Background: an optimization exercise with open tools, aiming at small area, a short achievable clock period and few clock cycles per item. Do not read the settings as production practice. Where RTL was checked, it was by simulation tests only, not by an equivalence proof against the original. Power figures rest on the tool's default switching activity, not on a simulated workload.

Setup of red:
==> flow/design.v (excerpt) <==
module mac_stream_seq (
  input  logic        clk,
  input  logic        rst,
  input  logic        in_valid,
  output logic        in_ready,
  input  logic [15:0] in_data,
  input  logic [15:0] in_weight,
  input  logic [15:0] bias,
  output logic        out_valid,
  input  logic        out_ready,
  output logic [15:0] out_res
);
Size in the first run: roughly 990 cells after synthesis, ~160 flip-flops, ~11000 um2 of cells after synthesis.
clock: 10.0 ns
lec_check: 0
cap_margin: 20
core_margin: 2
core_utilization: 40
cts_buf_list: sky130_fd_sc_hd__clkbuf_4 sky130_fd_sc_hd__clkbuf_8
cts_cluster_diameter: 25
place_density: 0.5
slew_margin: 20
standard.sh (not shown) runs the stock make flow with config.mk's settings and CLKGATE_MAP_FILE= SYNTH_SCRIPT=/design/flow/synth_recipe.tcl, a recipe that flattens the netlist after the stock synthesis.
==> flow/flow/run.sh <==
#!/bin/bash
# Standard synthesis, then the standard layout with: port buffers of a fixed small cell type,
# and repair_timing aiming below the clock period (a larger setup slack margin).
set -euo pipefail
bash standard.sh synth > synth.log 2>&1
bash standard.sh SETUP_SLACK_MARGIN=6.9 'BUFFER_PORTS_ARGS=-buffer_cell sky130_fd_sc_hd__buf_1' finish > layout.log 2>&1
red reached the end of the flow, and the finished layout is clean on the timing, DRC and antenna checks.
Testbench counts of red, summed over its fixed seeds: cycles 15,400, items 320.
Input-level comparison between blue and red:
Settings: a deleted PLACE_DENSITY that had been 0.5.
diff --git a/flow/flow/run.sh b/flow/flow/run.sh
--- a/flow/flow/run.sh
+++ b/flow/flow/run.sh
@@ -5,2 +5,2 @@
 bash standard.sh synth > synth.log 2>&1
-bash standard.sh SETUP_SLACK_MARGIN=6.9 'BUFFER_PORTS_ARGS=-buffer_cell sky130_fd_sc_hd__buf_1' finish > layout.log 2>&1
+bash standard.sh SETUP_SLACK_MARGIN=6.8 'BUFFER_PORTS_ARGS=-buffer_cell sky130_fd_sc_hd__buf_1' finish > layout.log 2>&1
Results
blue finished end to end and its layout was clean on timing, DRC and antenna.
Comparing red and blue, the lower number of gates resized after CTS was measured on blue.
[compare] base=red new=blue: clock slew at the register clock pins of the worst setup and hold paths was more or less identical, smallest hold slack went down by 10 ps, maximum frequency went down by about 2%.
blue vs. red: non-clock buffer count down 5, arrival time of the worst setup path shows an increase of 60 ps.


mac_stream_seq, a different RTL version from the one above (not shown whole).
Size: roughly 980 cells after synthesis, roughly 160 flip-flops, about 70 I/O pins, ~10,000 sq um of cells after synthesis.
Settings: LEC_CHECK=0, CAP_MARGIN=20, CORE_MARGIN=2, CORE_UTILIZATION=40, CTS_BUF_LIST=sky130_fd_sc_hd__clkbuf_8 sky130_fd_sc_hd__clkbuf_16, SLEW_MARGIN=20; clock period 10.0 ns.
==> flow/flow/run.sh <==
#!/bin/bash
# Standard synthesis, then the standard layout with: port buffers of a fixed small cell type,
# and repair_timing aiming below the clock period (a larger setup slack margin).
set -euo pipefail
bash standard.sh synth > synth.log 2>&1
bash standard.sh SETUP_SLACK_MARGIN=6.8 'BUFFER_PORTS_ARGS=-buffer_cell sky130_fd_sc_hd__buf_2' finish > layout.log 2>&1
Then changed:
CTS_BUF_LIST = sky130_fd_sc_hd__clkbuf_4 sky130_fd_sc_hd__clkbuf_8   (was sky130_fd_sc_hd__clkbuf_8 sky130_fd_sc_hd__clkbuf_16)
Effect:
- die area does not change
- sequential share of layout area increases by 0.51 points
- synthesized cell count stays the same
- total power came out lower by 5.8%
- wire length went down by 0.56%
Then changed:
CTS_CLUSTER_SIZE = 10   (was not set)
Via count does not change; setup slack does not change; final area is unchanged; register-to-register slack is about the same; clock skew stays the same; synthesized cell count does not change; global-route usage is unchanged; utilization is unchanged; area after synthesis does not change.
Then changed:
CTS_BUF_LIST = sky130_fd_sc_hd__clkbuf_8   (was sky130_fd_sc_hd__clkbuf_4 sky130_fd_sc_hd__clkbuf_8)
CTS_CLUSTER_SIZE = not set   (was 10)
Result: The new run finished with timing, DRC and antenna clean; wire length is unchanged; register-to-register slack stays flat; power does not change; count of clock-buffer cells in the layout stays the same; via count does not change; setup slack stays the same; utilization stays the same; sequential share of layout area is unchanged.
No run of this note included a check of the RTL's function; only the layout flow was run.


## main
Another version of the RTL of mac_stream_seq (not shown whole).
Size: ~960 cells after synthesis, roughly 160 flip-flops, roughly 70 I/O pins, roughly 10000 sq um of cells after synthesis.
Design mac_stream_seq, start of the top module:
module mac_stream_seq (
  input  logic        clk,
  input  logic        rst,
  input  logic        in_valid,
  output logic        in_ready,
  input  logic [15:0] in_data,
  input  logic [15:0] in_weight,
  input  logic [15:0] bias,
  output logic        out_valid,
  input  logic        out_ready,
  output logic [15:0] out_res
);
Settings: LEC_CHECK=0, CAP_MARGIN=20, CORE_MARGIN=2, CORE_UTILIZATION=40, CTS_BUF_LIST=sky130_fd_sc_hd__clkbuf_4 sky130_fd_sc_hd__clkbuf_8, CTS_CLUSTER_DIAMETER=25, PLACE_DENSITY=0.8, SLEW_MARGIN=20; clock period 10.0 ns.
==> flow/flow/run.sh <==
#!/bin/bash
# Standard synthesis, then the standard layout with: port buffers of a fixed small cell type,
# and repair_timing aiming below the clock period (a larger setup slack margin).
set -euo pipefail
bash standard.sh synth > synth.log 2>&1
bash standard.sh SETUP_SLACK_MARGIN=6.8 'BUFFER_PORTS_ARGS=-buffer_cell sky130_fd_sc_hd__buf_1' finish > layout.log 2>&1
Every stage of the flow completed for main, and the final layout passed the timing, DRC and antenna checks.
Modified inputs, the feature branch compared to main
Settings: removing PLACE_DENSITY (formerly 0.8).
==> flow/flow/run.sh <==
#!/bin/bash
# Standard synthesis, then the standard layout with: port buffers of a fixed small cell type,
# and repair_timing aiming below the clock period (a larger setup slack margin).
set -euo pipefail
bash standard.sh synth > synth.log 2>&1
bash standard.sh SETUP_SLACK_MARGIN=7.0 'BUFFER_PORTS_ARGS=-buffer_cell sky130_fd_sc_hd__buf_2' finish > layout.log 2>&1
--- outcome ---
The feature branch vs. main: fraction of final layout cells with drive strength greater than 1 saw an increase; first-pass GRT wire length higher.
Re via count of the first global-routing pass: the feature branch is 23 down on main.
Sort main and the feature branch by number of cells on the critical path, ascending, and the feature branch comes first.
Diff main and the feature branch: met1 track demand over resource lower in main
As far as multi-input combinational gate total goes, main and the feature branch are indistinguishable; the numbers are identical.
Compared with main, in the feature branch total power density per cell area saw a decrease, setup slack of the critical path after layout moved up.
Function was not checked in any run of this note: the RTL went through the layout flow alone.

## separate check: timing with driven ports
The flow's constraints put no driver on any port. The routed layouts listed below were extracted and timed again, unchanged, in two steps.
Step 1 (the two cells are an assumption about what drives the block):
set clk [get_ports {clk}]
set_driving_cell -lib_cell sky130_fd_sc_hd__clkbuf_16 $clk
set_driving_cell -lib_cell sky130_fd_sc_hd__buf_2 [delete_from_list [all_inputs] $clk]
Step 2 also shifts input and output timing later by t, the mid clock arrival at the registers, as if the neighbouring blocks saw the same clock.
Slacks: ideal / step 1 / step 2; pairs: ideal / step 1.
run	shift t [ns]	setup WS [ns]	hold slack, ns	pins driven straight from the clock port
red	0.507	6.993 / 6.955 / 6.536	0.444 / 0.444 / 0.444	1
blue	0.500	6.932 / 6.932 / 6.579	0.434 / 0.434 / 0.434	1
the first run of note 2	0.478	6.891 / 6.851 / 6.633	0.439 / 0.439 / 0.439	1
the second run of note 2	0.499	6.883 / 6.849 / 6.643	0.446 / 0.446 / 0.446	1
the third run of note 2	0.499	6.883 / 6.849 / 6.643	0.446 / 0.446 / 0.446	1
the fourth run of note 2	0.499	6.883 / 6.849 / 6.643	0.446 / 0.446 / 0.446	1
main	0.495	6.774 / 6.774 / 6.554	0.435 / 0.435 / 0.435	1
the feature branch	0.500	6.963 / 6.963 / 6.682	0.437 / 0.437 / 0.437	1
After both steps every run listed still meets setup and hold. For red, which loses most, drivers alone change the setup slack by -0.038 ns; drivers and shift together by -0.457 ns.
